This is an optimization exercise on Yosys and OpenROAD, whose aim is a short achievable clock period, not a production implementation.
At most, simulation tests tie the RTL to the original design; equivalence was not proved.
No functional check of the RTL was part of runs 3 to 6.
Power figures rest on the tool's default switching activity, not on a simulated workload.

`design/flow/design.v`:
```
`timescale 1ns/100ps
`default_nettype none
package pipe_types_pkg;
    typedef struct packed {
        logic                tag;
        logic [32-1:0] addr;
    } cap_t;
    localparam cap_t CAP_ALMIGHTY = {1'b1, 32'(0)};
    localparam cap_t CAP_NULL = {1'b0, 32'(0)};
    typedef enum logic [2:0] {
        OP_ADDI,
        OP_CINCOFFSET,
        OP_CSUB,
        OP_CMOVE,
        OP_CCLEARTAG,
        OP_CGETTAG,
        OP_ILLEGAL
    } op_e;
    typedef struct packed {
        op_e                  op;
        logic [5-1:0] rd;
        logic [5-1:0] r1;
        logic [5-1:0] r2;
        logic [32-1:0]  imm;    
    } dec_insn_t;
    typedef struct packed {
        op_e                  op;
        logic [5-1:0] rd;
        logic [32-1:0]  imm;
        cap_t                 c1;
        cap_t                 c2;
    } exec_req_t;
    typedef struct packed {
        logic [5-1:0] rd;
        cap_t                 value;
        logic                 exc;    
    } retire_t;
endpackage
`default_nettype wire
`timescale 1ns/100ps
`default_nettype none
module insn_decoder (
    input  wire logic [32-1:0] insn,
    output logic                       is_addi,
    output logic                       is_inc,
    output logic                       is_sub,
    output logic                       is_mov,
    output logic                       is_clr,
    output logic                       is_gt,
    output logic                       legal
);
    logic is_cap;
    logic is_unary;
    assign is_cap   = insn[6:0] == 7'b1011011 && insn[14:12] == 3'b000;
    assign is_unary = is_cap && insn[31:25] == 7'b1111111;
    assign is_addi = insn[6:0] == 7'b0010011 && insn[14:12] == 3'b000;
    assign is_inc  = is_cap && insn[31:25] == 7'b0010001;
    assign is_sub  = is_cap && insn[31:25] == 7'b0010100;
    assign is_mov  = is_unary && insn[24:20] == 5'h0a;
    assign is_clr  = is_unary && insn[24:20] == 5'h0b;
    assign is_gt   = is_unary && insn[24:20] == 5'h04;
    assign legal   = is_addi | is_inc | is_sub | is_mov | is_clr | is_gt;
endmodule
`default_nettype wire
`timescale 1ns/100ps
`default_nettype none
import pipe_types_pkg::*;
module operand_stage (
    input  wire logic                          CLK,
    input  wire logic                          rst_n,
    input  wire logic [32-1:1]          wr_en,      
    input  wire pipe_types_pkg::cap_t          wr_data,
    input  wire logic [5-1:0]          rs1,
    input  wire logic [5-1:0]          rs2,
    output logic [4*(32+1)-1:0]          ga,     
    output logic [4*32-1:0]              gb      
);
    localparam int CAP_W = 32 + 1;
    logic [32*CAP_W-1:0] regs;    
    assign regs[0 +: CAP_W] = CAP_NULL;
    for (genvar i = 1; i < 32; i++) begin : g_reg
        always_ff @(posedge CLK or negedge rst_n) begin
            if (!rst_n) begin
                regs[i*CAP_W +: CAP_W] <= CAP_ALMIGHTY;
            end else if (wr_en[i]) begin
                regs[i*CAP_W +: CAP_W] <= wr_data;
            end
        end
    end
    for (genvar j = 0; j < 4; j++) begin : g_grp
        assign ga[j*CAP_W +: CAP_W]       = regs[{j[1:0], rs1[2:0]}*CAP_W +: CAP_W];
        assign gb[j*32 +: 32] = regs[{j[1:0], rs2[2:0]}*CAP_W +: 32];
    end
endmodule
`default_nettype wire
`timescale 1ns/100ps
`default_nettype none
import pipe_types_pkg::*;
module cap_alu_stage (
    input  wire logic                      CLK,
    input  wire logic                      rst_n,
    input  wire logic                      s1_valid,
    input  wire logic [5-1:0]      s1_rd,
    input  wire logic                      s1_wr,
    input  wire logic                      s1_exc,
    input  wire logic [32-1:1]      s1_we,
    input  wire logic                      xs,       
    input  wire logic                      xsn,      
    input  wire logic                      xs1,      
    input  wire logic                      xa_r,     
    input  wire logic [3:0]                xa_g,     
    input  wire logic                      z_ret,    
    input  wire logic                      z_retn,   
    input  wire logic [3:0]                z_ga,     
    input  wire logic [3:0]                z_gb,     
    input  wire logic [3:0]                z_gbn,    
    input  wire logic [32-1:0]       imm_m,    
    input  wire logic                      e0_ci,
    input  wire logic                      e0_one,
    input  wire logic                      e0_tag,
    input  wire logic                      e1_one,
    input  wire logic                      e1_nci,
    input  wire logic                      t_f,      
    input  wire logic                      t_r,      
    input  wire logic [3:0]                t_g,      
    input  wire logic                      tag_keep,
    input  wire logic [4*(32+1)-1:0] ga,
    input  wire logic [4*32-1:0]     gb,
    output logic                           s2_valid,
    output logic [5-1:0]           s2_rd,
    output logic                           s2_wr,
    output logic [32-1:1]           wr_en,
    output pipe_types_pkg::cap_t           wr_data,
    output logic                           retire_valid,
    output pipe_types_pkg::retire_t        retire
);
    localparam int W     = 32;
    localparam int CAP_W = 32 + 1;
    logic [W-1:0] s2_s;
    logic [W-1:0] s2_c;
    logic         s2_ci;
    logic         s2_tag;
    logic         s2_exc;
    logic [W-1:0] ret;
    logic         ret_tag;
    logic [W-1:0] ret_qn;       
    logic         ret_tag_qn;
    logic [W-1:0] x, y, z, m, sum_s, sum_c;
    logic         tag_a, e0, e1;
    logic [W-1:0] n_hp, n_g, n_p;
    logic [W-1:0] s2_hp, s2_g, s2_p;    
    always_comb begin
        x = ({W{xs}} & s2_s) | ({W{xsn}} & ~s2_s) | ({W{xs1}} & {s2_s[W-2:0], 1'b0})
          | ({W{xa_r}} & ret);
        y = ({W{xs}} & s2_c) | ({W{xsn}} & ~s2_c) | ({W{xs1}} & {s2_c[W-2:0], 1'b0});
        z = imm_m | ({W{z_ret}} & ret) | ({W{z_retn}} & ~ret) | {{(W-2){1'b0}}, xs1 & s2_ci, 1'b0};
        tag_a = (t_f & s2_tag) | (t_r & ret_tag);
        for (int j = 0; j < 4; j++) begin
            x = x | ({W{xa_g[j]}} & ga[j*CAP_W +: W]);
            z = z | ({W{z_ga[j]}} & ga[j*CAP_W +: W])
                  | ({W{z_gb[j]}} & gb[j*W +: W])
                  | ({W{z_gbn[j]}} & ~gb[j*W +: W]);
            tag_a = tag_a | (t_g[j] & ga[j*CAP_W + W]);
        end
        sum_s = x ^ y ^ z;
        m     = (x & y) | (x & z) | (y & z);
        e0    = (e0_ci & s2_ci) | e0_one | (e0_tag & tag_a);
        e1    = e1_one | (e1_nci & ~s2_ci);
        sum_c = {m[W-2:0], e0};
        n_hp = sum_s ^ sum_c;
        n_g  = sum_s & sum_c;
        n_p  = n_hp;
        n_g[0] = n_g[0] | (n_hp[0] & e1);
        for (int d = 1; d < 4; d = d * 2) begin
            for (int i = W - 1; i >= d; i--) begin
                n_g[i] = n_g[i] | (n_p[i] & n_g[i-d]);
                n_p[i] = n_p[i] & n_p[i-d];
            end
        end
    end
    always_ff @(posedge CLK or negedge rst_n) begin
        if (!rst_n) begin
            s2_valid     <= 1'b0;
            wr_en        <= '0;
            retire_valid <= 1'b0;
        end else begin
            s2_valid     <= s1_valid;
            wr_en        <= s1_valid ? s1_we : '0;
            retire_valid <= s2_valid;
        end
    end
    assign ret     = ~ret_qn;
    assign ret_tag = ~ret_tag_qn;
    always_ff @(posedge CLK) begin
        s2_rd  <= s1_rd;
        s2_wr  <= s1_wr;
        s2_exc <= s1_exc;
        s2_s   <= sum_s;
        s2_c   <= sum_c;
        s2_ci  <= e1;
        s2_hp  <= n_hp;
        s2_g   <= n_g;
        s2_p   <= n_p;
        s2_tag <= tag_keep & tag_a;
    end
    logic [W-1:0] kg, kp, carry;
    always_comb begin
        kg = s2_g;
        kp = s2_p;
        for (int d = 4; d < W; d = d * 2) begin
            for (int i = W - 1; i >= d; i--) begin
                kg[i] = kg[i] | (kp[i] & kg[i-d]);
                kp[i] = kp[i] & kp[i-d];
            end
        end
        carry = {kg[W-2:0], s2_ci};
    end
    assign wr_data.tag  = s2_tag;
    assign wr_data.addr = s2_hp ^ carry;
    always_ff @(posedge CLK) begin
        retire.rd    <= s2_rd;
        retire.value <= wr_data;
        retire.exc   <= s2_exc;
        ret_qn       <= ~wr_data.addr;    
        ret_tag_qn   <= ~wr_data.tag;
    end
endmodule
`default_nettype wire
`timescale 1ns/100ps
`default_nettype none
import pipe_types_pkg::*;
module cap_pipe_top (
    input  wire logic                CLK,
    input  wire logic                rst_n,
    input  wire logic                insn_valid,
    input  wire logic [31:0]         insn,
    output logic                     retire_valid,
    output logic [38:0]              retire    
);
    localparam int W     = 32;
    localparam int CAP_W = 32 + 1;
    logic is_addi, is_inc, is_sub, is_mov, is_clr, is_gt, legal;
    insn_decoder decoder_i (
        .insn    (insn),
        .is_addi (is_addi),
        .is_inc  (is_inc),
        .is_sub  (is_sub),
        .is_mov  (is_mov),
        .is_clr  (is_clr),
        .is_gt   (is_gt),
        .legal   (legal)
    );
    logic [5-1:0] rd, rs1, rs2;
    assign rd  = insn[11:7];
    assign rs1 = insn[19:15];
    assign rs2 = insn[24:20];
    logic                 s1_valid, s1_wr;
    logic [5-1:0] s1_rd;
    logic                 s2_valid, s2_wr;
    logic [5-1:0] s2_rd;
    logic a_f, a_r, a_g, b_f, b_r, b_g;
    logic use_b;
    logic fa, fb;
    assign use_b = is_inc | is_sub;
    assign a_f   = s1_valid & s1_wr & (s1_rd == rs1);
    assign a_r   = ~a_f & s2_valid & s2_wr & (s2_rd == rs1);
    assign a_g   = ~a_f & ~(s2_valid & s2_wr & (s2_rd == rs1));
    assign b_f   = s1_valid & s1_wr & (s1_rd == rs2);
    assign b_r   = ~b_f & s2_valid & s2_wr & (s2_rd == rs2);
    assign b_g   = ~b_f & ~(s2_valid & s2_wr & (s2_rd == rs2));
    assign fa    = a_f;
    assign fb    = b_f & use_b;
    logic [3:0] grp1, grp2;
    assign grp1 = 4'b0001 << rs1[4:3];
    assign grp2 = 4'b0001 << rs2[4:3];
    logic n_xs, n_xsn, n_xs1, n_xa, n_zb, n_zbn, n_za;
    always_comb begin
        n_xs  = ((is_addi | is_mov | is_clr) & fa) | (is_inc & (fa ^ fb)) | (is_sub & fa & ~fb);
        n_xsn = is_sub & ~fa & fb;
        n_xs1 = is_inc & fa & fb;
        n_xa  = ~fa & ((is_addi | is_mov | is_clr) | ((is_inc | is_sub) & ~fb));
        n_zb  = is_inc & ~fb;
        n_zbn = is_sub & ~fb;
        n_za  = (is_inc | is_sub) & ~fa & fb;
    end
    logic [32-1:1]   wr_en;
    pipe_types_pkg::cap_t   wr_data;
    logic [4*CAP_W-1:0]     ga_n;
    logic [4*W-1:0]         gb_n;
    operand_stage operand_i (
        .CLK     (CLK),
        .rst_n   (rst_n),
        .wr_en   (wr_en),
        .wr_data (wr_data),
        .rs1     (rs1),
        .rs2     (rs2),
        .ga      (ga_n),
        .gb      (gb_n)
    );
    logic                 s1_exc;
    logic [32-1:1] s1_we;
    logic                 xs, xsn, xs1, xa_r, z_ret, z_retn;
    logic [3:0]           xa_g, z_ga, z_gb, z_gbn, t_g;
    logic                 e0_ci, e0_one, e0_tag, e1_one, e1_nci, t_f, t_r, tag_keep;
    logic [W-1:0]         imm_m;
    logic [4*CAP_W-1:0]   ga;
    logic [4*W-1:0]       gb;
    always_ff @(posedge CLK or negedge rst_n) begin
        if (!rst_n) begin
            s1_valid <= 1'b0;
        end else begin
            s1_valid <= insn_valid;
        end
    end
    always_ff @(posedge CLK) begin
        s1_rd    <= rd;
        s1_wr    <= legal & (rd != '0);
        s1_exc   <= ~legal;
        for (int i = 1; i < 32; i++) begin
            s1_we[i] <= legal & (rd == i);
        end
        xs       <= n_xs;
        xsn      <= n_xsn;
        xs1      <= n_xs1;
        xa_r     <= n_xa & a_r;
        xa_g     <= {4{n_xa & a_g}} & grp1;
        z_ret    <= (n_zb & b_r) | (n_za & a_r);
        z_retn   <= n_zbn & b_r;
        z_ga     <= {4{n_za & a_g}} & grp1;
        z_gb     <= {4{n_zb & b_g}} & grp2;
        z_gbn    <= {4{n_zbn & b_g}} & grp2;
        imm_m    <= {{(W-12){insn[31]}}, insn[31:20]} & {W{is_addi}};
        e0_ci    <= n_xs;
        e0_one   <= is_sub & ~fa;
        e0_tag   <= is_gt;
        e1_one   <= is_sub & fa & ~fb;
        e1_nci   <= n_xsn;
        t_f      <= a_f;
        t_r      <= a_r;
        t_g      <= {4{a_g}} & grp1;
        tag_keep <= is_inc | is_mov;
        ga       <= ga_n;
        gb       <= gb_n;
    end
    pipe_types_pkg::retire_t retire_s;
    assign retire = retire_s;
    cap_alu_stage alu_i (
        .CLK          (CLK),
        .rst_n        (rst_n),
        .s1_valid     (s1_valid),
        .s1_rd        (s1_rd),
        .s1_wr        (s1_wr),
        .s1_exc       (s1_exc),
        .s1_we        (s1_we),
        .xs           (xs),
        .xsn          (xsn),
        .xs1          (xs1),
        .xa_r         (xa_r),
        .xa_g         (xa_g),
        .z_ret        (z_ret),
        .z_retn       (z_retn),
        .z_ga         (z_ga),
        .z_gb         (z_gb),
        .z_gbn        (z_gbn),
        .imm_m        (imm_m),
        .e0_ci        (e0_ci),
        .e0_one       (e0_one),
        .e0_tag       (e0_tag),
        .e1_one       (e1_one),
        .e1_nci       (e1_nci),
        .t_f          (t_f),
        .t_r          (t_r),
        .t_g          (t_g),
        .tag_keep     (tag_keep),
        .ga           (ga),
        .gb           (gb),
        .s2_valid     (s2_valid),
        .s2_rd        (s2_rd),
        .s2_wr        (s2_wr),
        .wr_en        (wr_en),
        .wr_data      (wr_data),
        .retire_valid (retire_valid),
        .retire       (retire_s)
    );
endmodule
`default_nettype wire
```
`design/flow/constraint.sdc`:
```
create_clock -name core_clock -period 6.0 [get_ports {CLK}]
set_input_delay 1.2000 -clock core_clock [delete_from_list [all_inputs] [get_ports {CLK}]]
set_output_delay 1.2000 -clock core_clock [all_outputs]
set_load 0.01 [all_outputs]
```
`design/flow/config.mk`:
```
export PLATFORM = sky130hd
export DESIGN_NAME = cap_pipe_top
export DESIGN_NICKNAME = cap_pipe_top
export VERILOG_FILES = /design/flow/design.v
export SDC_FILE = /design/flow/constraint.sdc
export NUM_CORES = 4
export LEC_CHECK = 0
export ABC_CLOCK_PERIOD_IN_PS = 2000
export CAP_MARGIN = 20
export CORE_MARGIN = 2
export CORE_UTILIZATION = 60
export SETUP_SLACK_MARGIN = 3.5
export SLEW_MARGIN = 20
export TNS_END_PERCENT = 100
```
`design/flow/run.sh`:
```
#!/bin/bash
# synth_recipe.tcl (not shown) runs the flow's synth.tcl, then flattens the netlist and writes it again
# the make line also repeats each setting of config.mk as NAME=value (left out here)
make -C /OpenROAD-flow-scripts/flow DESIGN_CONFIG=/design/flow/config.mk WORK_HOME=/design/flow/orfs CLKGATE_MAP_FILE= SYNTH_SCRIPT=/design/flow/synth_recipe.tcl finish
```
==> flow_summary_export.csv, run 1 <==
group,metric,value,unit
sta,rsz0062_at_grt,"true",
sta,worst_slew_pin_slew,1.15,ns
clock_tree,numCtsBuffers,172,
clock_tree,cts_root_buf,"clkbuf_16",
power,vdd_ir_drop_max,218,µV
setup_path,end_kind,"flop",
clock_tree,cts_buffer_depth,3,
power,p_seq_share,48.1,%
synth,synth_compound_area_share,9.54,%
synth,synthCells,6879,
drt,vias,60000,
setup_path,cp_slowest_cell,"fa_1",
synth,synthFlopType,"dfrtp_1",
setup_path,path_cells,"clkbuf_16 > buf_12 > a21oi_1 > nand3_1 > nor2_2 > fa_1 > inv_2 > ha_4 > a21o_1 > a21o_1 > a21o_1",
global_route,grt_pass1_wl,399,mm
power,switching_share,22.4,%
job,drv_cap,0,
setup_path,reg2reg_slack,3.31,ns
synth,syn_area,80900,µm²
floorplan,core_area,134000,µm²
sta,hold_viol,0,
setup_path,setup.worst_path.end,"alu_i.s2_g[18]",
sta,report.final.slew_viol_count,0,
synth,async_reset_ff_share,64.7,%
setup_path,required,6.67,ns
clock_tree,clock_sinks,1634,
setup_path,cp-start-kind,"flop",
global_route,antenna_found_initial,5,
synth,synth_top_area_share,31.7,%
placement,place.gp.congestion,0.892,
power,clkPwrFrac,48.7,%
floorplan,die-width,371,µm
setup_path,rr_worst_depth,11,
drt,drc,0,
synth,synth_seq_area_share,47.0,%
synth,synth-xor-area-share,0.667,%
placement,dp_slack,1.87,ns
sta,fin_tns_setup,0,ns
power,leakagePower,38.6,nW
floorplan,io_pins,75,
power,switching_power,5.11,mW
drt,drt_first_pass_iters,9,
sta,finalSetupViolCount,0,
min_path,hp-class,"reg -> reg",
power,p_per_area,249,nW/µm²
power,p_total,22.8,mW
setup_path,criticalPathCategory,"reg -> reg",
synth,synthTopCellsByArea,"dfrtp_1 32%, dfxtp_1 14%, mux4_2 13%, mux2_2 11%, clkbuf_1 2.7%",
global_route,track_usage,39.6,%
clock_tree,clock_latency,0.80,ns
drt,post_drt_wl_per_cell,32.1,µm
setup_path,path_common_cell,"a21o_1",
floorplan,die_h,371,µm
synth,syn_area_per_cell,11.8,µm²
synth,synth_top_family_by_area,"multiplexers",
setup_path,r2r-end,"alu_i.s2_g[18]",
sta,min_period_over_period,44.9,%
placement,port_buffers,74,
global_route,overflow,0,
sta,timing.slew.headroom,23.6,%
setup_path,r2r_start,"z_ga[2]",
synth,yosys.area_share.simple,11.0,%
clock_tree,clk_pin_slew,0.06,ns
global_route,grt_start_max_net_pins,143,
power,comb_power_share,3.2,%
placement,place_hpwl,144,mm
synth,muxShareOfSynthArea,25.6,%
synth,synth_edf_count,0,
synth,synthAdderAreaFrac,1.25,%
cells_and_area,final_net_count,6766,
synth,synth_warnings,3,
synth,synth-seq-cells,1634,
setup_path,max_stage_delay,0.54,ns
sta,finalWorstSetupSlack,3.31,ns
drt,drt_wl_total,276,mm
setup_path,arrival,3.36,ns
synth,synth_cell_type_count,75,
clock_tree,ctsHtreeMaxLevel,4,
synth,synth_nets,6976,
clock_tree,cts_tree,"done",
cells_and_area,syn_to_final_growth,13.3,%
cells_and_area,drive_gt1_share,31.3,%
floorplan,start_util,60.5,%
floorplan,die-area,138000,µm²
sta,skew,0.0252,ns
drt,avgViaCountPerCell,6.99,
drt,drtAntennaViolNets,0,
sta,fmax,0.372,GHz
drt,drtIter0Drc,7360,
status,status,"complete, no violations",
sta,fin_crit,2.69,ns
floorplan,std_cell_rows,134,
setup_path,critPathMaxFanout,6,
setup_path,crit_start,"z_ga[2]",
global_route,grt_pass1_vias,58500,
power,intPower,17.7,mW
synth,yosysTopAreaCell,"dfrtp_1",
==> synthesized netlist by cell type, types with 91 or more instances <==
cell / instances
dfrtp_1: 1026
mux2_2: 772
clkbuf_1: 591
dfxtp_1: 577
mux4_2: 455
nand2_1: 296
inv_1: 285
nor2_1: 275
a21oi_1: 242
nand4_1: 225
nand2b_1: 219
o221ai_1: 186
mux2i_1: 176
and3_1: 160
nor2b_1: 156
o21ai_0: 137
nand3_1: 105
nand4b_1: 95
o211ai_1: 94
a211oi_1: 93
a22oi_1: 91
==> worst max-delay path, delay by kind of cell (launching register included) <==
family	cells	cell delay, ns
buffers and inverters	3	0.42
AND/OR/NAND/NOR	2	0.13
adder cells (fa/ha/maj)	2	0.81
flip-flops	1	0.52
AO/OA/AOI/OAI	4	0.67
==> cell usage in the layout, fill, tap and decap left out, types with 25 or more instances in the layout <==
cell and count:
nand2_1 289, nor2b_1 139, dfrtp_4 32, buf_12 56
buf_6 25, nand2b_1 218, clkbuf_16 192, a21oi_1 229
a222oi_1 30, clkbuf_1 48, xor2_1 27, mux4_2 455
nor2_2 25, fa_1 31, inv_1 263, dfxtp_1 543
ha_4 26, nand3_1 105, and2_1 49, clkbuf_8 37
nand4b_1 95, a221oi_1 64, mux2i_1 170, buf_2 37
a21o_1 58, nor2_1 241, o211ai_1 94, buf_4 160
o21ai_0 120, o221ai_1 186, a311o_1 31, nand4_1 225
a211oi_1 93, dfrtp_1 994, and3_1 157, a22oi_1 91
clkinv_2 35, mux2_2 771, dfstp_2 31
==> final cells by class <==
cell class	instances	area, µm²
multi-input cells	4225	40000
clock inverters	52	581
well taps	1768	2210
inverters	285	1070
clock buffers	269	5290
flip-flops and latches	1634	38300
fillers	9641	41900
diodes	5	12.5
repair buffers	351	4230
==> layer usage <==
layer | vias up | global-route usage [%] | share of wire (%)
li1 | 25000 | - | -
met4 | 6 | 22.0 | 6.4
met3 | 879 | 7.26 | 8.6
met5 | - | 0 | 0.015
met2 | 3168 | 61.5 | 46
met1 | 31000 | 52.8 | 39
==> worst min-delay path by stage <==
stage | from | end | slack [ns] | depth (start not counted)
after global routing | s1_exc | alu_i.s2_exc | 0.33 | 0
after global placement | alu_i.s2_exc | alu_i.retire[0] | 0.31 | 0
final | s1_exc | alu_i.s2_exc | 0.33 | 0
after floorplan | alu_i.s2_exc | alu_i.retire[0] | 0.31 | 0
after CTS | s1_exc | alu_i.s2_exc | 0.33 | 0
after detailed placement | s1_exc | alu_i.s2_exc | 0.31 | 0
==> cells by family after synthesis <==
group / count (synthesis)
buffers and inverters: 1023
AO/OA/AOI/OAI: 1078
flip-flops: 1634
AND/OR/NAND/NOR: 1619
XOR/XNOR: 60
multiplexers: 1403
adder cells (fa/ha/maj): 62
==> through the flow <==
stage	utilization (%)	instances	instance area [µm²]	hold slack (ns)
floorplan	-	6879	81400	0.310
global placement	61.9	8123	82700	0.310
detailed placement	61.9	8123	82700	0.312
CTS	68.0	8550	90800	0.326
global route	68.6	8584	91700	0.335
finish	68.6	8589	91700	0.327
==> state kept, by name, indices dropped and copies added, names as in the netlist, 32 cells and up <==
| register | cells |
|---|---|
| alu_i.ret_qn | 32 |
| alu_i.s2_s | 32 |
| alu_i.s2_hp | 32 |
| alu_i.s2_c | 32 |
| alu_i.retire | 39 |
| gb | 128 |
| ga | 132 |
| operand_i.regs | 1023 |
==> timing repair <==
item / in CTS / in global routing
cloned: 20 / 7
setup endpoints to repair: 625 / 304
resized for setup: 371 / 105
pin swaps: 75 / 89
setup buffers: 86 / 27
hold buffers: 0 / 0
==> power by group through the flow <==
stage	Clock (mW)	Combinational, mW	Sequential (mW)
final	11.1	0.741	11.0
after global routing	11.7	0.782	11.0
after CTS	11.2	0.724	11.0
after detailed placement	0	0.703	11.2
after global placement	0	0.702	11.2
after floorplan	0	0.395	11.2
==> run 2, diff against run 1 <==
--- a/design/flow/config.mk
+++ b/design/flow/config.mk
@@ -10,3 +10,3 @@
 export CORE_MARGIN = 2
-export CORE_UTILIZATION = 60
+export CORE_UTILIZATION = 40
 export SETUP_SLACK_MARGIN = 3.5
==> flow_summary_export.csv, run 2 <==
group,metric,value,unit
floorplan,die_h,454,µm
clock_tree,clock_latency,0.85,ns
global_route,grt_start_max_net_pins,144,
sta,fmax,0.367,GHz
synth,yosysTopAreaCell,"dfrtp_1",
clock_tree,cts_buffer_depth,3,
sta,timing.slew.headroom,25.5,%
synth,async_reset_ff_share,64.7,%
placement,place_hpwl,151,mm
synth,synthCells,6879,
floorplan,std_cell_rows,165,
setup_path,end_kind,"flop",
power,comb_power_share,3.2,%
placement,port_buffers,74,
setup_path,cp_num_buf_inv,2,
cells_and_area,final_net_count,6763,
cells_and_area,drive_gt1_share,32.3,%
synth,synth_most_common_cell,"dfrtp_1",
power,intPower,17.8,mW
drt,drc,0,
cells_and_area,syn_to_final_growth,15.1,%
setup_path,required,6.72,ns
power,clkPwrFrac,49.2,%
clock_tree,ctsHtreeMaxLevel,4,
cells_and_area,n_fill_cell,18000,
setup_path,crit_family,"adder cells",
floorplan,die-width,454,µm
drt,drt_first_pass_iters,8,
floorplan,io_pins,75,
power,vdd_ir_drop_max,280,µV
drt,avgViaCountPerCell,6.26,
setup_path,cp_slowest_cell,"fa_1",
drt,vias,59400,
synth,synthFlopType,"dfrtp_1",
drt,drtAntennaViolNets,0,
sta,hold_viol,0,
synth,synth-seq-cells,1634,
floorplan,die-area,206000,µm²
clock_tree,ctsHoldBuffers,0,
sta,skew,0.0453,ns
global_route,grt_pass1_vias,59200,
synth,synth_nets,6976,
global_route,overflow,0,
clock_tree,clock_sinks,1634,
sta,finalSetupViolCount,0,
synth,synth_cell_type_count,75,
drt,drt_wl_total,279,mm
sta,worst_slew_pin_slew,1.12,ns
placement,place.gp.congestion,0.874,
synth,syn_area,80900,µm²
job,drv_cap,0,
cells_and_area,fin_util,46.2,%
setup_path,cp-start-kind,"flop",
global_route,antenna_found_initial,11,
sta,fin_crit,2.73,ns
clock_tree,cts_tree,"done",
min_path,hp-class,"reg -> reg",
cells_and_area,top_regs,"operand_i.regs x1023, ga x132, gb x128",
setup_path,path_depth,8,
global_route,track_usage,26.7,%
floorplan,start_util,40.1,%
setup_path,critPathMaxFanout,16,
power,leakagePower,38.7,nW
synth,synth_edf_count,0,
power,p_per_area,248,nW/µm²
setup_path,path_common_cell,"a21o_1",
sta,min_period_over_period,45.5,%
drt,drtIter0Drc,6614,
setup_path,arrival,3.45,ns
power,p_seq_share,47.6,%
sta,fin_tns_setup,0,ns
power,switching_share,22.9,%
status,status,"complete, no violations",
synth,syn_area_per_cell,11.8,µm²
sta,report.final.slew_viol_count,0,
synth,synth_common_cells,"1026 x dfrtp_1, 772 x mux2_2, 591 x clkbuf_1",
clock_tree,numCtsBuffers,179,
min_path,min_delay_path_depth,0,
drt,post_drt_wl_per_cell,29.4,µm
synth,synth_seq_area_share,47.0,%
power,switching_power,5.27,mW
global_route,grt_pass1_wl,407,mm
clock_tree,clk_pin_slew,0.06,ns
cells_and_area,largest_register_ffs,1023,
cells_and_area,regMostFlops,"operand_i.regs",
floorplan,core_area,201000,µm²
setup_path,rr_worst_depth,8,
synth,synth_top_area_share,31.7,%
setup_path,criticalPathCategory,"reg -> reg",
setup_path,path_cells,"buf_12 > bufbuf_16 > mux2_4 > fa_1 > ha_1 > a21o_1 > a21o_1 > a31o_2",
clock_tree,cts_root_buf,"clkbuf_16",
synth,synth_warnings,3,
cells_and_area,final_cell_mix,"995 x dfrtp_1, 770 x mux2_2, 526 x dfxtp_1",
synth,synthTopCellsByArea,"dfrtp_1 32%, dfxtp_1 14%, mux4_2 13%, mux2_2 11%, clkbuf_1 2.7%",
sta,rsz0062_at_grt,"true",
cells_and_area,layout_commonest_cell,"dfrtp_1",
setup_path,max_stage_delay,0.59,ns
## run 2: layout make-up
class	instances	area [µm²]	area share, %
Clock inverter	57	623	0.669
Inverter	285	1070	1.15
Sequential cell	1634	38300	41.1
Antenna cell	3	7.51	0.00806
Clock buffer	280	5420	5.82
Tap cell	2672	3340	3.59
Timing Repair Buffer	341	4070	4.37
Multi-Input combinational cell	4225	40300	43.3
## run 2: final timing paths
path | startpoint | to | slack (ns)
max | e1_nci | alu_i.s2_g[3] | 3.27
min | alu_i.s2_exc | alu_i.retire[0] | 0.33
max reg2reg | e1_nci | alu_i.s2_g[3] | 3.27
min reg2reg | alu_i.s2_exc | alu_i.retire[0] | 0.33
max in group asynchronous | rst_n | operand_i.regs[858] | 4.04
min in group asynchronous | rst_n | operand_i.regs[435] | 0.50
## run 2: power groups by stage
stage	Sequential (mW)	Combinational (mW)	Clock, mW
finish	11.0	0.729	11.4
global route	11.0	0.778	11.9
CTS	11.0	0.732	11.5
detailed placement	11.2	0.726	0
global placement	11.2	0.725	0
floorplan	11.2	0.395	0
## run 2: worst reg2reg max path: stages, from the launching register on
cell and delay [ns]:
dfxtp_4 0.37, buf_12 0.14, bufbuf_16 0.32, mux2_4 0.33, fa_1 0.59, ha_1 0.25
a21o_1 0.22, a21o_1 0.21, a31o_2 0.22
## run 2: layer usage
layer  track usage (%)  part of all wire, %  wire length, µm  vias to the layer above
met5                 0                0.085              237                        -
met3              5.53                  8.2            22900                      795
met1              34.8                   40           112000                    30800
met4              13.2                  5.7            16000                        8
li1                  -                    -                -                    25000
met2              42.3                   46           128000                     2862
## run 2: kinds of logic after synthesis
group / synth area share [%]
xor gates and xnor gates: 0.667
DFF: 47.0
and+or+nand+nor: 11.0
AOI/OAI and AO/OA: 9.54
adders and majority gates: 1.25
muxes: 25.6
buffers and inverters: 4.93
## run 2: per-stage QoR
stage / worst slack [ns] / hold slack, ns / power, mW / std cells / area (µm²)
after floorplan: 3.43 / 0.310 / 11.6 / 6879 / 81400
after global placement: 2.33 / 0.316 / 11.9 / 9026 / 84000
after detailed placement: 2.28 / 0.318 / 11.9 / 9026 / 84000
after CTS: 3.26 / 0.333 / 23.2 / 9442 / 91900
after global routing: 3.21 / 0.338 / 23.7 / 9494 / 93100
final: 3.27 / 0.327 / 23.1 / 9497 / 93100
## run 2: repair_timing
action | 4_1_cts | 5_1_grt
setup endpoints to repair | 547 | 219
buffers inserted | 71 | 47
resized for setup | 383 | 165
endpoints found under the hold margin | 0 | 0
pin swaps | 58 | 137
cloned | 8 | 5
==> run 3, diff against run 2 <==
--- a/design/flow/design.v
+++ b/design/flow/design.v
@@ -144,9 +144,5 @@
     logic [W-1:0] ret;
-    logic         ret_tag;
-    logic [W-1:0] ret_qn;       
-    logic         ret_tag_qn;
+    assign ret = retire.value.addr;
     logic [W-1:0] x, y, z, m, sum_s, sum_c;
     logic         tag_a, e0, e1;
-    logic [W-1:0] n_hp, n_g, n_p;
-    logic [W-1:0] s2_hp, s2_g, s2_p;    
     always_comb begin
@@ -156,3 +152,3 @@
         z = imm_m | ({W{z_ret}} & ret) | ({W{z_retn}} & ~ret) | {{(W-2){1'b0}}, xs1 & s2_ci, 1'b0};
-        tag_a = (t_f & s2_tag) | (t_r & ret_tag);
+        tag_a = (t_f & s2_tag) | (t_r & retire.value.tag);
         for (int j = 0; j < 4; j++) begin
@@ -169,12 +165,2 @@
         sum_c = {m[W-2:0], e0};
-        n_hp = sum_s ^ sum_c;
-        n_g  = sum_s & sum_c;
-        n_p  = n_hp;
-        n_g[0] = n_g[0] | (n_hp[0] & e1);
-        for (int d = 1; d < 4; d = d * 2) begin
-            for (int i = W - 1; i >= d; i--) begin
-                n_g[i] = n_g[i] | (n_p[i] & n_g[i-d]);
-                n_p[i] = n_p[i] & n_p[i-d];
-            end
-        end
     end
@@ -191,4 +177,2 @@
     end
-    assign ret     = ~ret_qn;
-    assign ret_tag = ~ret_tag_qn;
     always_ff @(posedge CLK) begin
@@ -200,21 +184,6 @@
         s2_ci  <= e1;
-        s2_hp  <= n_hp;
-        s2_g   <= n_g;
-        s2_p   <= n_p;
         s2_tag <= tag_keep & tag_a;
     end
-    logic [W-1:0] kg, kp, carry;
-    always_comb begin
-        kg = s2_g;
-        kp = s2_p;
-        for (int d = 4; d < W; d = d * 2) begin
-            for (int i = W - 1; i >= d; i--) begin
-                kg[i] = kg[i] | (kp[i] & kg[i-d]);
-                kp[i] = kp[i] & kp[i-d];
-            end
-        end
-        carry = {kg[W-2:0], s2_ci};
-    end
     assign wr_data.tag  = s2_tag;
-    assign wr_data.addr = s2_hp ^ carry;
+    assign wr_data.addr = s2_s + s2_c + {{(W-1){1'b0}}, s2_ci};
     always_ff @(posedge CLK) begin
@@ -223,4 +192,2 @@
         retire.exc   <= s2_exc;
-        ret_qn       <= ~wr_data.addr;    
-        ret_tag_qn   <= ~wr_data.tag;
     end
--- a/design/flow/config.mk
+++ b/design/flow/config.mk
@@ -7,3 +7,2 @@
 export LEC_CHECK = 0
-export ABC_CLOCK_PERIOD_IN_PS = 2000
 export CAP_MARGIN = 20
@@ -11,4 +10,2 @@
 export CORE_UTILIZATION = 40
-export SETUP_SLACK_MARGIN = 3.5
 export SLEW_MARGIN = 20
-export TNS_END_PERCENT = 100
==> flow_summary_export.csv, run 3 <==
group,metric,value,unit
status,status,"complete, no violations",
sta,skew,0.0220,ns
synth,synth_edf_count,0,
setup_path,arrival,4.88,ns
cells_and_area,syn_to_final_growth,11.8,%
placement,place.gp.congestion,0.938,
clock_tree,cts_tree,"done",
min_path,hold_start,"alu_i.s2_exc",
sta,min_period_over_period,70.1,%
synth,synth_most_common_cell,"dfrtp_1",
synth,synth_cell_type_count,80,
drt,drc,0,
power,clkPwrFrac,49.2,%
synth,synth_common_cells,"1026 x dfrtp_1, 876 x mux2_2, 463 x clkbuf_1",
power,leakagePower,34.6,nW
floorplan,die-width,434,µm
synth,synth-seq-cells,1511,
global_route,met2_usage,41.2,%
global_route,grt_pass1_vias,52300,
sta,fmax,0.238,GHz
clock_tree,post_cts_buffers,0,
drt,drt_wl_total,251,mm
floorplan,die_h,434,µm
sta,fin_tns_setup,0,ns
synth,synthTopCellsByArea,"dfrtp_1 35%, mux4_2 14%, mux2_2 13%, dfxtp_1 12%, mux2i_1 2.5%",
power,switching_power,4.84,mW
floorplan,io_pins,75,
synth,syn_area,74000,µm²
synth,yosysTopAreaCell,"dfrtp_1",
synth,async_reset_ff_share,70.0,%
placement,place_hpwl,146,mm
clock_tree,numCtsBuffers,158,
clock_tree,clk_pin_slew,0.06,ns
global_route,grt_start_max_net_pins,139,
setup_path,required,6.67,ns
setup_path,r2r_start,"alu_i.s2_ci",
synth,synth_top_area_share,34.7,%
clock_tree,clock_sinks,1511,
global_route,grt_busiest_layer,"met2",
clock_tree,cts_buffer_depth,3,
drt,drt_first_pass_iters,7,
cells_and_area,layout_commonest_cell,"dfrtp_1",
power,switching_share,22.6,%
cells_and_area,final_net_count,5685,
setup_path,end_kind,"flop",
placement,port_buffers,74,
sta,report.final.slew_viol_count,0,
synth,synthCells,5824,
sta,worst_slew_pin_slew,1.21,ns
sta,rsz0062_at_grt,"false",
setup_path,rr_worst_depth,10,
cells_and_area,stdcell_area,82700,µm²
cells_and_area,top_regs,"operand_i.regs x1023, ga x132, gb x128",
sta,finalSetupViolCount,0,
power,intPower,16.6,mW
floorplan,start_util,40.3,%
synth,synth_nets,5922,
synth,synth_warnings,3,
drt,drtIter0Drc,5662,
min_path,min_delay_path_depth,0,
synth,syn_area_per_cell,12.7,µm²
clock_tree,ctsHoldBuffers,0,
floorplan,std_cell_rows,157,
placement,placement.cell_area,77100,µm²
cells_and_area,n_fill_cell,16600,
cells_and_area,largest_register_ffs,1023,
sta,timing.slew.headroom,19.5,%
setup_path,r2r-end,"alu_i.retire[28]",
min_path,min_to,"alu_i.retire[0]",
power,p_total,21.4,mW
min_path,hp-class,"reg -> reg",
power,comb_power_share,3.3,%
setup_path,criticalPathCategory,"reg -> reg",
sta,fin_crit,4.21,ns
global_route,track_usage,26.6,%
power,vdd_ir_drop_max,357,µV
drt,avgViaCountPerCell,6.32,
drt,vias,51700,
global_route,met3_usage,6.37,%
global_route,overflow,0,
drt,drtAntennaViolNets,0,
global_route,grt_pass1_wl,366,mm
setup_path,reg2reg_slack,1.79,ns
setup_path,critPathMaxFanout,57,
global_route,met1_usage,34.7,%
clock_tree,cts_root_buf,"clkbuf_16",
power,p_per_area,259,nW/µm²
cells_and_area,regMostFlops,"operand_i.regs",
floorplan,core_area,183000,µm²
synth,synthFlopType,"dfrtp_1",
synth,synth_seq_area_share,48.1,%
clock_tree,ctsHtreeMaxLevel,4,
setup_path,cp-start-kind,"flop",
job,drv_cap,0,
global_route,antenna_found_initial,7,
floorplan,die-area,188000,µm²
clock_tree,cts_resized,0,
drt,post_drt_wl_per_cell,30.7,µm
cells_and_area,drive_gt1_share,33.6,%
sta,hold_viol,0,
clock_tree,clock_latency,0.83,ns
cells_and_area,final_cell_mix,"995 x dfrtp_1, 876 x mux2_2, 455 x mux4_2",
placement,place_inst,7891,
power,p_seq_share,47.5,%
cells_and_area,stdcell_count,8192,
-- run 3: changes by cell type in the layout (fill, tap and decap cells not counted), moves of 86 or more --
cell       change
o31ai_1      +126
nand2b_1     -181
and3_1       -152
nand4_1      -146
mux2_2       +106
inv_1        -139
dfxtp_1       -95
a211oi_1      -93
o2111ai_1     +91
o211ai_1      -86
o221ai_1     -152
nand4b_1      -94
nor2b_1      -105
-- run 3: cell type report --
type / count / area [µm²] / area share (%)
repair buffers: 214 / 2050 / 2.48
inverters: 118 / 443 / 0.536
clock buffers: 230 / 4680 / 5.66
flip-flops and latches: 1511 / 35600 / 43.1
diodes: 3 / 7.51 / 0.00908
clock inverters: 68 / 893 / 1.08
multi-input cells: 3584 / 35900 / 43.4
well taps: 2464 / 3080 / 3.73
-- run 3: worst max-delay path by stage --
stage,from,depth (start not counted),end
floorplan,insn[15],5,ga[95]
global placement,alu_i.s2_ci,9,operand_i.regs[252]
detailed placement,alu_i.s2_ci,10,operand_i.regs[391]
CTS,alu_i.s2_ci,10,operand_i.regs[391]
global route,alu_i.s2_ci,10,operand_i.regs[391]
finish,alu_i.s2_ci,10,alu_i.retire[28]
-- run 3: kinds of logic after synthesis --
group / count (synthesis) / synth area share [%]
simple gates: 992 / 6.45
flops: 1511 / 48.1
xor+xnor: 45 / 0.543
mux: 1545 / 30.1
buf+inv: 729 / 3.83
fa+ha+maj: 63 / 1.40
compound gates: 939 / 9.53
-- run 3: worst max-delay path, stage by stage (launching register included) --
cell	delay, ns
dfxtp_1	0.36
inv_1	0.09
fa_1	0.49
nand2b_1	0.21
a21oi_2	0.41
o22ai_1	0.34
o211ai_1	0.68
buf_4	0.49
buf_4	0.63
a21oi_1	0.16
xnor2_1	0.16
-- run 3: metal layers --
metal | wire length, µm | share of wire (%) | up-vias
li1 | - | - | 21500
met1 | 99900 | 40 | 27000
met2 | 115000 | 46 | 2568
met3 | 23300 | 9.3 | 646
met4 | 13100 | 5.2 | 2
met5 | 8 | 0.0032 | -
-- run 3: power groups by stage --
stage	Combinational [mW]	Sequential, mW	Clock, mW
final	0.698	10.2	10.5
after global routing	0.747	10.2	11.1
after CTS	0.710	10.2	10.7
after detailed placement	0.709	10.4	0
after global placement	0.707	10.4	0
after floorplan	0.349	10.4	0
-- run 3: per-stage QoR --
| stage | utilization [%] | worst slack (ns) | hold WS, ns |
|---|---|---|---|
| after global routing | 45.0 | 1.66 | 0.359 |
| after CTS | 45.0 | 1.83 | 0.350 |
| after detailed placement | 42.0 | 1.84 | 0.325 |
| final | 45.1 | 1.79 | 0.341 |
| after global placement | 42.0 | 1.74 | 0.319 |
| after floorplan | - | 2.82 | 0.310 |
==> run 4, diff against run 3 <==
--- a/design/flow/config.mk
+++ b/design/flow/config.mk
@@ -7,2 +7,3 @@
 export LEC_CHECK = 0
+export ABC_CLOCK_PERIOD_IN_PS = 2000
 export CAP_MARGIN = 20
@@ -10,2 +11,4 @@
 export CORE_UTILIZATION = 40
+export SETUP_SLACK_MARGIN = 3.5
 export SLEW_MARGIN = 20
+export TNS_END_PERCENT = 100
==> flow_summary_export.csv, run 4 <==
group,metric,value,unit
global_route,track_usage,28.9,%
placement,place_hpwl,147,mm
synth,synth-seq-cells,1511,
global_route,grt_start_max_net_pins,167,
drt,post_drt_wl_per_cell,32.8,µm
floorplan,io_pins,75,
synth,synth_nets,5922,
floorplan,die_h,434,µm
cells_and_area,top_regs,"operand_i.regs x1023, ga x132, gb x128",
synth,syn_area,74000,µm²
setup_path,end_kind,"flop",
sta,fin_crit,3.09,ns
synth,synth_most_common_cell,"dfrtp_1",
sta,rsz0062_at_grt,"true",
sta,finalSetupViolCount,0,
drt,avgViaCountPerCell,6.52,
clock_tree,clk_pin_slew,0.06,ns
setup_path,path_cells,"inv_2 > fa_2 > inv_2 > fa_2 > a21o_1 > a221oi_4 > buf_12 > buf_6 > nor4_4 > or4_4 > o211a_2 > mux2_2",
drt,drtAntennaViolNets,0,
global_route,overflow,0,
setup_path,required,6.69,ns
clock_tree,numCtsBuffers,162,
floorplan,die-width,434,µm
synth,yosysTopAreaCell,"dfrtp_1",
power,p_per_area,231,nW/µm²
power,p_seq_share,47.3,%
clock_tree,cts_buffer_depth,3,
synth,syn_area_per_cell,12.7,µm²
power,leakagePower,38.1,nW
power,intPower,16.5,mW
floorplan,start_util,40.3,%
floorplan,std_cell_rows,157,
sta,hold_viol,0,
setup_path,criticalPathCategory,"reg -> reg",
floorplan,core_area,183000,µm²
drt,drt_first_pass_iters,7,
power,vdd_ir_drop_max,299,µV
clock_tree,ctsHoldBuffers,0,
cells_and_area,final_net_count,5982,
drt,drt_wl_total,278,mm
placement,port_buffers,74,
cells_and_area,regMostFlops,"operand_i.regs",
power,p_total,21.5,mW
global_route,grt_pass1_vias,55800,
synth,synth_edf_count,0,
synth,synthTopCellsByArea,"dfrtp_1 35%, mux4_2 14%, mux2_2 13%, dfxtp_1 12%, mux2i_1 2.5%",
sta,min_period_over_period,51.6,%
sta,report.final.slew_viol_count,0,
synth,synth_warnings,3,
setup_path,max_stage_delay,0.54,ns
sta,timing.slew.headroom,19.9,%
power,comb_power_share,3.3,%
global_route,grt_pass1_wl,396,mm
sta,worst_slew_pin_slew,1.20,ns
sta,skew,0.0394,ns
setup_path,critPathMaxFanout,8,
drt,drc,0,
power,switching_share,22.9,%
synth,synth_seq_area_share,48.1,%
cells_and_area,layout_commonest_cell,"dfrtp_1",
drt,vias,55400,
cells_and_area,largest_register_ffs,1023,
cells_and_area,drive_gt1_share,46.0,%
synth,synth_top_area_share,34.7,%
cells_and_area,final_cell_mix,"995 x dfrtp_1, 664 x mux2_2, 455 x mux4_2",
cells_and_area,fin_util,50.6,%
clock_tree,ctsHtreeMaxLevel,4,
synth,synthFlopType,"dfrtp_1",
setup_path,arrival,3.78,ns
global_route,antenna_found_initial,8,
synth,synthCells,5824,
cells_and_area,syn_to_final_growth,25.6,%
clock_tree,cts_tree,"done",
drt,drtIter0Drc,7199,
clock_tree,clock_latency,0.84,ns
clock_tree,clock_sinks,1511,
power,clkPwrFrac,49.4,%
synth,synth_cell_type_count,80,
synth,synth_common_cells,"1026 x dfrtp_1, 876 x mux2_2, 463 x clkbuf_1",
sta,hold_slack,0.329,ns
job,drv_cap,0,
min_path,hp-class,"reg -> reg",
placement,place.gp.congestion,0.937,
synth,async_reset_ff_share,70.0,%
floorplan,die-area,188000,µm²
sta,fmax,0.323,GHz
power,switching_power,4.91,mW
setup_path,cp_slowest_cell,"or4_4",
status,status,"complete, no violations",
sta,fin_tns_setup,0,ns
clock_tree,cts_root_buf,"clkbuf_16",
setup_path,cp-start-kind,"flop",
run 4: path summary, 6_finish.rpt:
| path | start | end | slack, ns | cells past startpoint |
|---|---|---|---|---|
| setup reg to reg | alu_i.s2_s[0] | operand_i.regs[158] | 2.91 | 12 |
| setup / recovery | alu_i.s2_s[0] | operand_i.regs[158] | 2.91 | 12 |
| min in group asynchronous | rst_n | operand_i.regs[607] | 0.39 | 1 |
| max in group asynchronous | rst_n | operand_i.regs[135] | 4.16 | 2 |
| hold / removal | alu_i.s2_exc | alu_i.retire[0] | 0.33 | 0 |
| hold reg to reg | alu_i.s2_exc | alu_i.retire[0] | 0.33 | 0 |
run 4: power groups by stage:
stage          Clock [mW]  Combinational, mW  Sequential (mW)
6_report             10.6              0.718             10.1
3_3_place_gp            0              0.707             10.4
3_5_place_dp            0              0.710             10.4
5_1_grt              11.1              0.761             10.1
2_1_floorplan           0              0.410             10.4
4_1_cts              10.6              0.718             10.1
run 4: logic make-up after synthesis:
| family | share of synthesized area [%] |
|---|---|
| adders and majority gates | 1.40 |
| muxes | 30.1 |
| and+or+nand+nor | 6.45 |
| buffers and inverters | 3.83 |
| xor gates and xnor gates | 0.543 |
| AOI/OAI and AO/OA | 9.53 |
| DFF | 48.1 |
run 4: metal layers:
metal	GRT usage, %	routed length [µm]	share of wire (%)	vias up
met3	9.17	30800	11	885
li1	-	-	-	22200
met4	15.6	17800	6.4	2
met2	43.1	122000	44	3364
met1	37.3	107000	39	28900
met5	0	16	0.0057	-
run 4: per-stage QoR:
step	cell area [µm²]	worst slack, ns	std cells
global route	92900	2.85	8489
global placement	77200	1.62	7894
CTS	89500	2.95	8435
detailed placement	77200	2.00	7894
finish	92900	2.91	8491
floorplan	74900	3.28	5824
run 4: timing repair:
action	CTS	global route
setup buffers	163	36
setup endpoints to repair	930	907
pin swaps	211	130
gates resized for setup	978	460
gates cloned	74	16
run 4: cell type report:
class,instances,area (µm²)
antenna,3,7.51
clock inverter,57,739
fill,15200,90600
sequential,1511,35800
tap,2464,3080
inverter,118,447
clock buffer,247,4840
timing repair buffer,484,6630
multi-input combinational,3607,41300
run 4: critical path: cells and delay by family (launching register included):
family | cells | cell delay, ns
compound gates | 3 | 0.75
fa+ha+maj | 2 | 0.61
buf+inv | 4 | 0.37
flops | 1 | 0.32
mux | 1 | 0.29
simple gates | 2 | 0.60
==> run 5, diff against run 4 <==
--- a/design/flow/design.v
+++ b/design/flow/design.v
@@ -144,3 +144,5 @@
     logic [W-1:0] ret;
-    assign ret = retire.value.addr;
+    logic         ret_tag;
+    logic [W-1:0] ret_q;        
+    logic         ret_tag_q;
     logic [W-1:0] x, y, z, m, sum_s, sum_c;
@@ -152,3 +154,3 @@
         z = imm_m | ({W{z_ret}} & ret) | ({W{z_retn}} & ~ret) | {{(W-2){1'b0}}, xs1 & s2_ci, 1'b0};
-        tag_a = (t_f & s2_tag) | (t_r & retire.value.tag);
+        tag_a = (t_f & s2_tag) | (t_r & ret_tag);
         for (int j = 0; j < 4; j++) begin
@@ -177,2 +179,4 @@
     end
+    assign ret     = ret_q;
+    assign ret_tag = ret_tag_q;
     always_ff @(posedge CLK) begin
@@ -186,8 +190,26 @@
     end
+    logic [W-1:0] kg, kp, hp, carry;
+    always_comb begin
+        hp = s2_s ^ s2_c;
+        kg = s2_s & s2_c;
+        kp = hp;
+        kg[0] = kg[0] | (hp[0] & s2_ci);
+        for (int d = 1; d < W; d = d * 2) begin
+            for (int i = W - 1; i >= d; i--) begin
+                kg[i] = kg[i] | (kp[i] & kg[i-d]);
+                kp[i] = kp[i] & kp[i-d];
+            end
+        end
+        carry = {kg[W-2:0], s2_ci};
+    end
     assign wr_data.tag  = s2_tag;
-    assign wr_data.addr = s2_s + s2_c + {{(W-1){1'b0}}, s2_ci};
+    assign wr_data.addr = hp ^ carry;
     always_ff @(posedge CLK) begin
-        retire.rd    <= s2_rd;
-        retire.value <= wr_data;
-        retire.exc   <= s2_exc;
+        if (s2_valid) begin
+            retire.rd    <= s2_rd;
+            retire.value <= wr_data;
+            retire.exc   <= s2_exc;
+        end
+        ret_q     <= wr_data.addr;
+        ret_tag_q <= wr_data.tag;
     end
==> flow_summary_export.csv, run 5 <==
group,metric,value,unit
cells_and_area,fin_util,47.9,%
sta,timing.slew.headroom,3.41,%
floorplan,core_area,180000,µm²
synth,synth_cell_type_count,71,
cells_and_area,n_fill_cell,15400,
sta,rsz0062_at_grt,"true",
clock_tree,cts_tree,"done",
setup_path,cp-start-kind,"flop",
synth,syn_area_per_cell,13.5,µm²
status,status,"complete, no violations",
clock_tree,ctsHtreeMaxLevel,4,
clock_tree,clk_pin_slew,0.06,ns
global_route,track_usage,25.8,%
floorplan,start_util,40.2,%
cells_and_area,regMostFlops,"operand_i.regs",
synth,synth_edf_count,39,
clock_tree,cts_buffer_depth,3,
job,drv_cap,0,
min_path,hp-class,"reg -> reg",
sta,min_period_over_period,52.9,%
sta,hold_viol,0,
floorplan,io_pins,75,
drt,drt_wl_total,247,mm
floorplan,std_cell_rows,156,
power,leakagePower,37.0,nW
synth,synth_nets,5470,
setup_path,end_kind,"flop",
global_route,grt_pass1_wl,349,mm
synth,synth_warnings,3,
synth,synthTopCellsByArea,"dfrtp_1 35%, mux2_2 15%, mux4_2 14%, dfxtp_1 12%, mux2i_1 2.5%",
synth,synth-seq-cells,1544,
setup_path,critPathMaxFanout,8,
sta,fin_tns_setup,0,ns
power,p_per_area,253,nW/µm²
placement,place.gp.congestion,0.898,
clock_tree,clock_latency,0.85,ns
floorplan,die_h,429,µm
sta,worst_slew_pin_slew,1.44,ns
floorplan,die-width,429,µm
synth,synth_most_common_cell,"dfrtp_1",
cells_and_area,final_cell_mix,"994 x dfrtp_1, 887 x mux2_2, 455 x mux4_2",
synth,syn_area,72300,µm²
setup_path,required,6.72,ns
placement,port_buffers,74,
synth,synthFlopType,"dfrtp_1",
drt,post_drt_wl_per_cell,31.2,µm
power,vdd_ir_drop_max,360,µV
cells_and_area,syn_to_final_growth,19.2,%
drt,drtIter0Drc,5350,
global_route,grt_start_max_net_pins,130,
drt,drtAntennaViolNets,0,
synth,async_reset_ff_share,68.5,%
floorplan,die-area,184000,µm²
synth,synth_seq_area_share,50.6,%
clock_tree,cts_root_buf,"clkbuf_16",
cells_and_area,top_regs,"operand_i.regs x1023, ga x132, gb x128",
drt,avgViaCountPerCell,6.21,
global_route,grt_pass1_vias,49000,
cells_and_area,final_net_count,5489,
drt,drt_first_pass_iters,8,
synth,synthCells,5372,
cells_and_area,largest_register_ffs,1023,
synth,synth_top_area_share,35.5,%
sta,fin_crit,3.17,ns
synth,synth_common_cells,"1026 x dfrtp_1, 945 x mux2_2, 455 x mux4_2",
global_route,overflow,0,
clock_tree,numCtsBuffers,163,
cells_and_area,drive_gt1_share,43.2,%
sta,skew,0.0367,ns
placement,place_hpwl,127,mm
sta,finalSetupViolCount,0,
cells_and_area,layout_commonest_cell,"dfrtp_1",
drt,drc,0,
setup_path,arrival,3.89,ns
sta,report.final.slew_viol_count,0,
drt,vias,49100,
synth,yosysTopAreaCell,"dfrtp_1",
sta,fmax,0.315,GHz
global_route,antenna_found_initial,7,
clock_tree,clock_sinks,1544,
setup_path,criticalPathCategory,"reg -> reg",
==> run 5: cell types whose count changed in the layout (fill, tap and decap cells not counted), sizes merged, moves of 61 or more <==
cell and delta:
buf -151, a21oi +128, nand3 -119, nand2 -111
o2111ai -91, mux2 +69, o31ai -65, o221ai -63
a22oi -61
==> run 5: cell type report <==
class	count	area (µm²)	share of cell area, %
tap	2370	2970	3.44
antenna	2	5.00	0.00580
sequential	1544	36800	42.6
clock inverter	66	882	1.02
timing repair buffer	343	4630	5.37
clock buffer	242	4780	5.54
multi-input combinational	3278	36000	41.7
inverter	61	239	0.277
==> run 5: per-stage QoR <==
| stage | setup slack (ns) | total power [mW] | cells | hold WS [ns] | cell area [µm²] |
|---|---|---|---|---|---|
| CTS | 2.83 | 22.0 | 7825 | 0.403 | 84000 |
| detailed placement | 2.10 | 11.3 | 7440 | 0.383 | 76300 |
| global placement | 2.09 | 11.3 | 7440 | 0.391 | 76300 |
| finish | 2.83 | 21.8 | 7906 | 0.399 | 86300 |
| global route | 2.71 | 22.4 | 7906 | 0.394 | 86300 |
| floorplan | 3.12 | 11.0 | 5372 | 0.310 | 74100 |
==> run 5: final timing paths <==
path | start | endpoint | slack, ns | cells after the start
max | alu_i.s2_s[0] | operand_i.regs[851] | 2.83 | 15
min | s1_exc | alu_i.s2_exc | 0.40 | 0
max reg2reg | alu_i.s2_s[0] | operand_i.regs[851] | 2.83 | 15
min reg2reg | s1_exc | alu_i.s2_exc | 0.40 | 0
max in group asynchronous | rst_n | operand_i.regs[774] | 3.99 | 2
min in group asynchronous | rst_n | operand_i.regs[70] | 0.46 | 1
==> run 5: metal layers <==
metal  up-vias  track usage [%]  part of all wire (%)  wire, µm
met4         6             10.9                   4.8     11900
li1      20200                -                     -         -
met3       589             4.76                   8.4     20600
met1     26100             35.8                    42    103000
met2      2246             39.9                    45    111000
met5         -                0                 0.019        46
==> run 5: kinds of logic after synthesis <==
kind of cell	after synthesis	share of synthesized area (%)
muxes	1608	32.0
and+or+nand+nor	763	5.12
buffers and inverters	555	2.93
xor gates and xnor gates	47	0.569
DFF	1544	50.6
adders and majority gates	63	1.43
AOI/OAI and AO/OA	792	7.36
==> run 5: what timing repair did <==
action | in CTS | in global routing
resized for setup | 445 | 213
pin swaps | 60 | 53
hold buffers | 0 | 0
endpoints found under the setup margin | 1044 | 1004
setup buffers | 55 | 37
cloned | 22 | 41
==> run 5: critical path: stages (launching register included) <==
cell	delay, ns
dfxtp_2	0.33
inv_2	0.04
fa_2	0.40
inv_2	0.08
fa_2	0.22
a21oi_2	0.07
o211ai_1	0.23
a211oi_2	0.10
buf_4	0.17
nor3_4	0.34
buf_4	0.19
o211ai_1	0.09
buf_4	0.18
buf_6	0.14
o211a_4	0.19
mux2_4	0.27
==> run 5: power breakdown <==
part	leakage, nW	internal (mW)	switching, mW
sequential	18.7	10.4	0.00914
clock	2.79	6.21	4.49
combinational	15.5	0.219	0.503
total	37.0	16.8	5.00
==> run 6, diff against run 5 <==
--- a/design/flow/design.v
+++ b/design/flow/design.v
@@ -78,4 +78,7 @@
     localparam int CAP_W = 32 + 1;
-    logic [32*CAP_W-1:0] regs;    
+    logic [32*CAP_W-1:0] regs;
+    logic [32-1:1]       written;
+    logic [32*CAP_W-1:0] eff;     
     assign regs[0 +: CAP_W] = CAP_NULL;
+    assign eff[0 +: CAP_W]  = CAP_NULL;
     for (genvar i = 1; i < 32; i++) begin : g_reg
@@ -83,4 +86,9 @@
             if (!rst_n) begin
-                regs[i*CAP_W +: CAP_W] <= CAP_ALMIGHTY;
+                written[i] <= 1'b0;
             end else if (wr_en[i]) begin
+                written[i] <= 1'b1;
+            end
+        end
+        always_ff @(posedge CLK) begin
+            if (wr_en[i]) begin
                 regs[i*CAP_W +: CAP_W] <= wr_data;
@@ -88,6 +96,19 @@
         end
+        assign eff[i*CAP_W +: 32] = regs[i*CAP_W +: 32] & {32{written[i]}};
+        assign eff[i*CAP_W + 32]  = regs[i*CAP_W + 32] | ~written[i];
     end
-    for (genvar j = 0; j < 4; j++) begin : g_grp
-        assign ga[j*CAP_W +: CAP_W]       = regs[{j[1:0], rs1[2:0]}*CAP_W +: CAP_W];
-        assign gb[j*32 +: 32] = regs[{j[1:0], rs2[2:0]}*CAP_W +: 32];
+    logic [7:0] oh1, oh2;
+    assign oh1 = 8'b1 << rs1[2:0];
+    assign oh2 = 8'b1 << rs2[2:0];
+    always_comb begin
+        ga = '0;
+        gb = '0;
+        for (int j = 0; j < 4; j++) begin
+            for (int k = 0; k < 8; k++) begin
+                ga[j*CAP_W +: CAP_W]       = ga[j*CAP_W +: CAP_W]
+                                           | ({CAP_W{oh1[k]}} & eff[(j*8+k)*CAP_W +: CAP_W]);
+                gb[j*32 +: 32] = gb[j*32 +: 32]
+                                           | ({32{oh2[k]}} & eff[(j*8+k)*CAP_W +: 32]);
+            end
+        end
     end
@@ -145,6 +166,8 @@
     logic         ret_tag;
-    logic [W-1:0] ret_q;        
-    logic         ret_tag_q;
+    logic [W-1:0] ret_qn;       
+    logic         ret_tag_qn;
     logic [W-1:0] x, y, z, m, sum_s, sum_c;
     logic         tag_a, e0, e1;
+    logic [W-1:0] n_hp, n_g, n_p;
+    logic [W-1:0] s2_hp, s2_g, s2_p;    
     always_comb begin
@@ -167,2 +190,12 @@
         sum_c = {m[W-2:0], e0};
+        n_hp = sum_s ^ sum_c;
+        n_g  = sum_s & sum_c;
+        n_p  = n_hp;
+        n_g[0] = n_g[0] | (n_hp[0] & e1);
+        for (int d = 1; d < 4; d = d * 2) begin
+            for (int i = W - 1; i >= d; i--) begin
+                n_g[i] = n_g[i] | (n_p[i] & n_g[i-d]);
+                n_p[i] = n_p[i] & n_p[i-d];
+            end
+        end
     end
@@ -179,4 +212,4 @@
     end
-    assign ret     = ret_q;
-    assign ret_tag = ret_tag_q;
+    assign ret     = ~ret_qn;
+    assign ret_tag = ~ret_tag_qn;
     always_ff @(posedge CLK) begin
@@ -188,11 +221,12 @@
         s2_ci  <= e1;
+        s2_hp  <= n_hp;
+        s2_g   <= n_g;
+        s2_p   <= n_p;
         s2_tag <= tag_keep & tag_a;
     end
-    logic [W-1:0] kg, kp, hp, carry;
+    logic [W-1:0] kg, kp, carry;
     always_comb begin
-        hp = s2_s ^ s2_c;
-        kg = s2_s & s2_c;
-        kp = hp;
-        kg[0] = kg[0] | (hp[0] & s2_ci);
-        for (int d = 1; d < W; d = d * 2) begin
+        kg = s2_g;
+        kp = s2_p;
+        for (int d = 4; d < W; d = d * 2) begin
             for (int i = W - 1; i >= d; i--) begin
@@ -205,11 +239,9 @@
     assign wr_data.tag  = s2_tag;
-    assign wr_data.addr = hp ^ carry;
+    assign wr_data.addr = s2_hp ^ carry;
     always_ff @(posedge CLK) begin
-        if (s2_valid) begin
-            retire.rd    <= s2_rd;
-            retire.value <= wr_data;
-            retire.exc   <= s2_exc;
-        end
-        ret_q     <= wr_data.addr;
-        ret_tag_q <= wr_data.tag;
+        retire.rd    <= s2_rd;
+        retire.value <= wr_data;
+        retire.exc   <= s2_exc;
+        ret_qn       <= ~wr_data.addr;    
+        ret_tag_qn   <= ~wr_data.tag;
     end
--- a/design/flow/config.mk
+++ b/design/flow/config.mk
@@ -10,3 +10,3 @@
 export CORE_MARGIN = 2
-export CORE_UTILIZATION = 40
+export CORE_UTILIZATION = 60
 export SETUP_SLACK_MARGIN = 3.5
==> flow_summary_export.csv, run 6 <==
group,metric,value,unit
synth,synthCells,5514,
floorplan,io_pins,75,
synth,synth_common_cells,"1023 x edfxtp_1, 704 x nand2_1, 577 x dfxtp_1",
cells_and_area,final_cell_mix,"1023 x edfxtp_1, 687 x nand2_1, 540 x dfxtp_1",
setup_path,critPathMaxFanout,6,
global_route,track_usage,51.3,%
global_route,grt_start_max_net_pins,60,
drt,drt_first_pass_iters,12,
cells_and_area,multi_input_area,23300,µm²
sta,fmax,0.351,GHz
synth,yosys.area_share.simple,12.5,%
sta,min_period_over_period,47.5,%
placement,place_hpwl,169,mm
clock_tree,clk_pin_slew,0.07,ns
sta,timing.slew.headroom,20.3,%
floorplan,start_util,60.5,%
drt,vias,55500,
floorplan,die-width,338,µm
status,status,"complete, no violations",
setup_path,path_common_cell,"a21o_1",
clock_tree,numCtsBuffers,166,
placement,port_buffers,74,
synth,synth_top_family_by_area,"compound AO/OA/AOI/OAI gates",
synth,synthAdderAreaFrac,1.51,%
setup_path,criticalPathCategory,"reg -> reg",
drt,drc,0,
job,drv_cap,0,
synth,synth_edf_count,1023,
cells_and_area,final-seq-area,44000,µm²
global_route,grt_pass1_wl,400,mm
cells_and_area,regMostFlops,"operand_i.regs",
synth,synth_warnings,3,
clock_tree,cts_buffer_depth,3,
setup_path,path_cells,"buf_6 > buf_4 > mux2i_2 > nand3_1 > nor2_4 > fa_1 > inv_2 > ha_4 > a21o_1 > a21o_1 > a21o_1",
drt,drtAntennaViolNets,0,
sta,fin_tns_setup,0,ns
floorplan,core_area,111000,µm²
cells_and_area,stdcell_area,79700,µm²
setup_path,required,6.69,ns
floorplan,die_h,338,µm
min_path,hp-class,"reg -> reg",
power,vdd_ir_drop_max,277,µV
placement,placement.cell_area,69700,µm²
synth,muxShareOfSynthArea,2.62,%
setup_path,cp-start-kind,"flop",
setup_path,cp_slowest_cell,"fa_1",
cells_and_area,top_regs,"operand_i.regs x1023, ga x132, gb x128",
drt,post_drt_wl_per_cell,40.5,µm
synth,synthTopCellsByArea,"edfxtp_1 46%, dfxtp_1 17%, o22ai_1 5.0%, nand2_1 4.0%, mux2i_1 2.6%",
synth,synth_cell_type_count,76,
power,leakagePower,25.4,nW
sta,worst_slew_pin_slew,1.20,ns
sta,finalSetupViolCount,0,
global_route,antenna_found_initial,22,
power,p_per_area,291,nW/µm²
cells_and_area,n_fill_cell,7429,
setup_path,crit_family,"adder cells",
clock_tree,ctsHtreeMaxLevel,4,
synth,synthFlopType,"edfxtp_1",
clock_tree,clock_sinks,1665,
setup_path,max_stage_delay,0.43,ns
power,p_total,23.2,mW
cells_and_area,syn_to_final_growth,19.2,%
cells_and_area,largest_register_ffs,1023,
placement,place.gp.congestion,1.09,
clock_tree,clock_latency,0.81,ns
synth,async_reset_ff_share,3.90,%
setup_path,rr_worst_depth,11,
floorplan,die-area,114000,µm²
synth,synth_top_area_share,46.0,%
sta,rsz0062_at_grt,"true",
min_path,min_delay_path_depth,0,
drt,avgViaCountPerCell,7.55,
global_route,grt_pass1_vias,50200,
setup_path,cp_num_buf_inv,3,
cells_and_area,drive_gt1_share,18.7,%
cells_and_area,final_net_count,5801,
synth,synth_seq_area_share,65.7,%
clock_tree,cts_root_buf,"clkbuf_16",
cells_and_area,layout_commonest_cell,"edfxtp_1",
drt,drtIter0Drc,11800,
synth,syn_area_per_cell,12.1,µm²
sta,report.final.slew_viol_count,0,
sta,fin_crit,2.85,ns
synth,synth_nets,5611,
clock_tree,cts_tree,"done",
sta,hold_viol,0,
setup_path,end_kind,"flop",
setup_path,arrival,3.54,ns
synth,syn_area,66800,µm²
synth,yosysTopAreaCell,"edfxtp_1",
synth,synth_compound_area_share,13.6,%
setup_path,path_depth,11,
global_route,overflow,0,
sta,skew,0.0261,ns
synth,synth_most_common_cell,"edfxtp_1",
synth,synth-seq-cells,1665,
floorplan,std_cell_rows,122,
synth,synth-xor-area-share,0.885,%
drt,drt_wl_total,298,mm
==> run 6: changes by cell type in the layout (fill, tap and decap cells not counted), sizes merged, moves of 129 or more <==
cell    change
edfxtp    +984
dfxtp     +129
dfrtp     -961
o22ai     +530
a21oi     -191
mux2      -972
nand3     +253
mux4      -455
nand2     +550
==> run 6: where the power goes <==
part / internal (mW) / total (mW) / switching, mW
Sequential: 12.0 / 12.0 / 0.0240
Combinational: 0.132 / 0.569 / 0.437
Clock: 6.02 / 10.6 / 4.59
==> run 6: layout make-up <==
class | instances | area share (%)
antenna | 18 | 0.0565
tap | 1488 | 2.34
clock inverter | 77 | 1.10
multi-input combinational | 3325 | 29.2
inverter | 120 | 0.575
sequential | 1665 | 55.3
timing repair buffer | 426 | 5.65
clock buffer | 234 | 5.80
==> run 6: cell families after synthesis <==
kind of cell | count (synthesis)
buffers and inverters | 539
AO/OA/AOI/OAI | 1298
flip-flops | 1665
XOR/XNOR | 66
adder cells (fa/ha/maj) | 62
AND/OR/NAND/NOR | 1709
multiplexers | 175
==> run 6: repair_timing <==
item,in CTS,in global routing
endpoints found under the setup margin,768,486
gates resized for setup,547,173
gates cloned,29,9
pin swaps,85,128
buffers inserted,102,64
hold buffers,0,0
hold endpoints to repair,0,0
==> run 6: per-stage QoR <==
step | hold WS, ns | std cells | utilization (%) | setup WS, ns
floorplan | 0.310 | 5514 | - | 3.43
global placement | 0.315 | 6820 | 63.1 | 1.57
detailed placement | 0.312 | 6820 | 63.1 | 1.54
CTS | 0.326 | 7262 | 70.7 | 3.30
global route | 0.332 | 7335 | 72.0 | 3.15
finish | 0.326 | 7353 | 72.1 | 3.15
==> run 6: routing by layer <==
| metal | track usage (%) | share of wire [%] | up-vias |
|---|---|---|---|
| met3 | 27.1 | 19 | 1489 |
| met4 | 36.0 | 9.7 | 12 |
| li1 | - | - | 21500 |
| met2 | 67.8 | 38 | 5907 |
| met5 | 2.77 | 0.14 | - |
| met1 | 63.9 | 33 | 26600 |
==> run 6: final timing paths <==
| check | startpoint | to | slack [ns] |
|---|---|---|---|
| hold / removal | alu_i.s2_exc | alu_i.retire[0] | 0.33 |
| hold reg to reg | alu_i.s2_exc | alu_i.retire[0] | 0.33 |
| max in group asynchronous | rst_n | operand_i.written[31] | 4.44 |
| setup reg to reg | z_gbn[1] | alu_i.s2_g[17] | 3.15 |
| min in group asynchronous | rst_n | operand_i.written[2] | 0.44 |
| setup / recovery | z_gbn[1] | alu_i.s2_g[17] | 3.15 |

==> re-timing with driven ports <==
No port has a modelled driver above. Below, the same layouts with a new extraction and two added sets of constraints. Step 1 assumes that a clkbuf_16 drives the clock port and a buf_2 every other input. Step 2 also shifts input and output timing later by t, the mid clock arrival at the registers, as if the neighbouring blocks saw the same clock. a / b / c = no drivers / after step 1 / after step 2; a / b = the first two.
run	t, ns	setup WS [ns]
run 1	0.872	3.308 / 3.308 / 2.677
run 2	0.919	3.272 / 3.272 / 2.647
run 3	0.902	1.793 / 1.793 / 1.793
run 4	0.905	2.906 / 2.906 / 2.589
run 5	0.928	2.828 / 2.828 / 2.649
run 6	0.883	3.151 / 3.151 / 2.457
After both steps setup and hold are still met in every run listed.
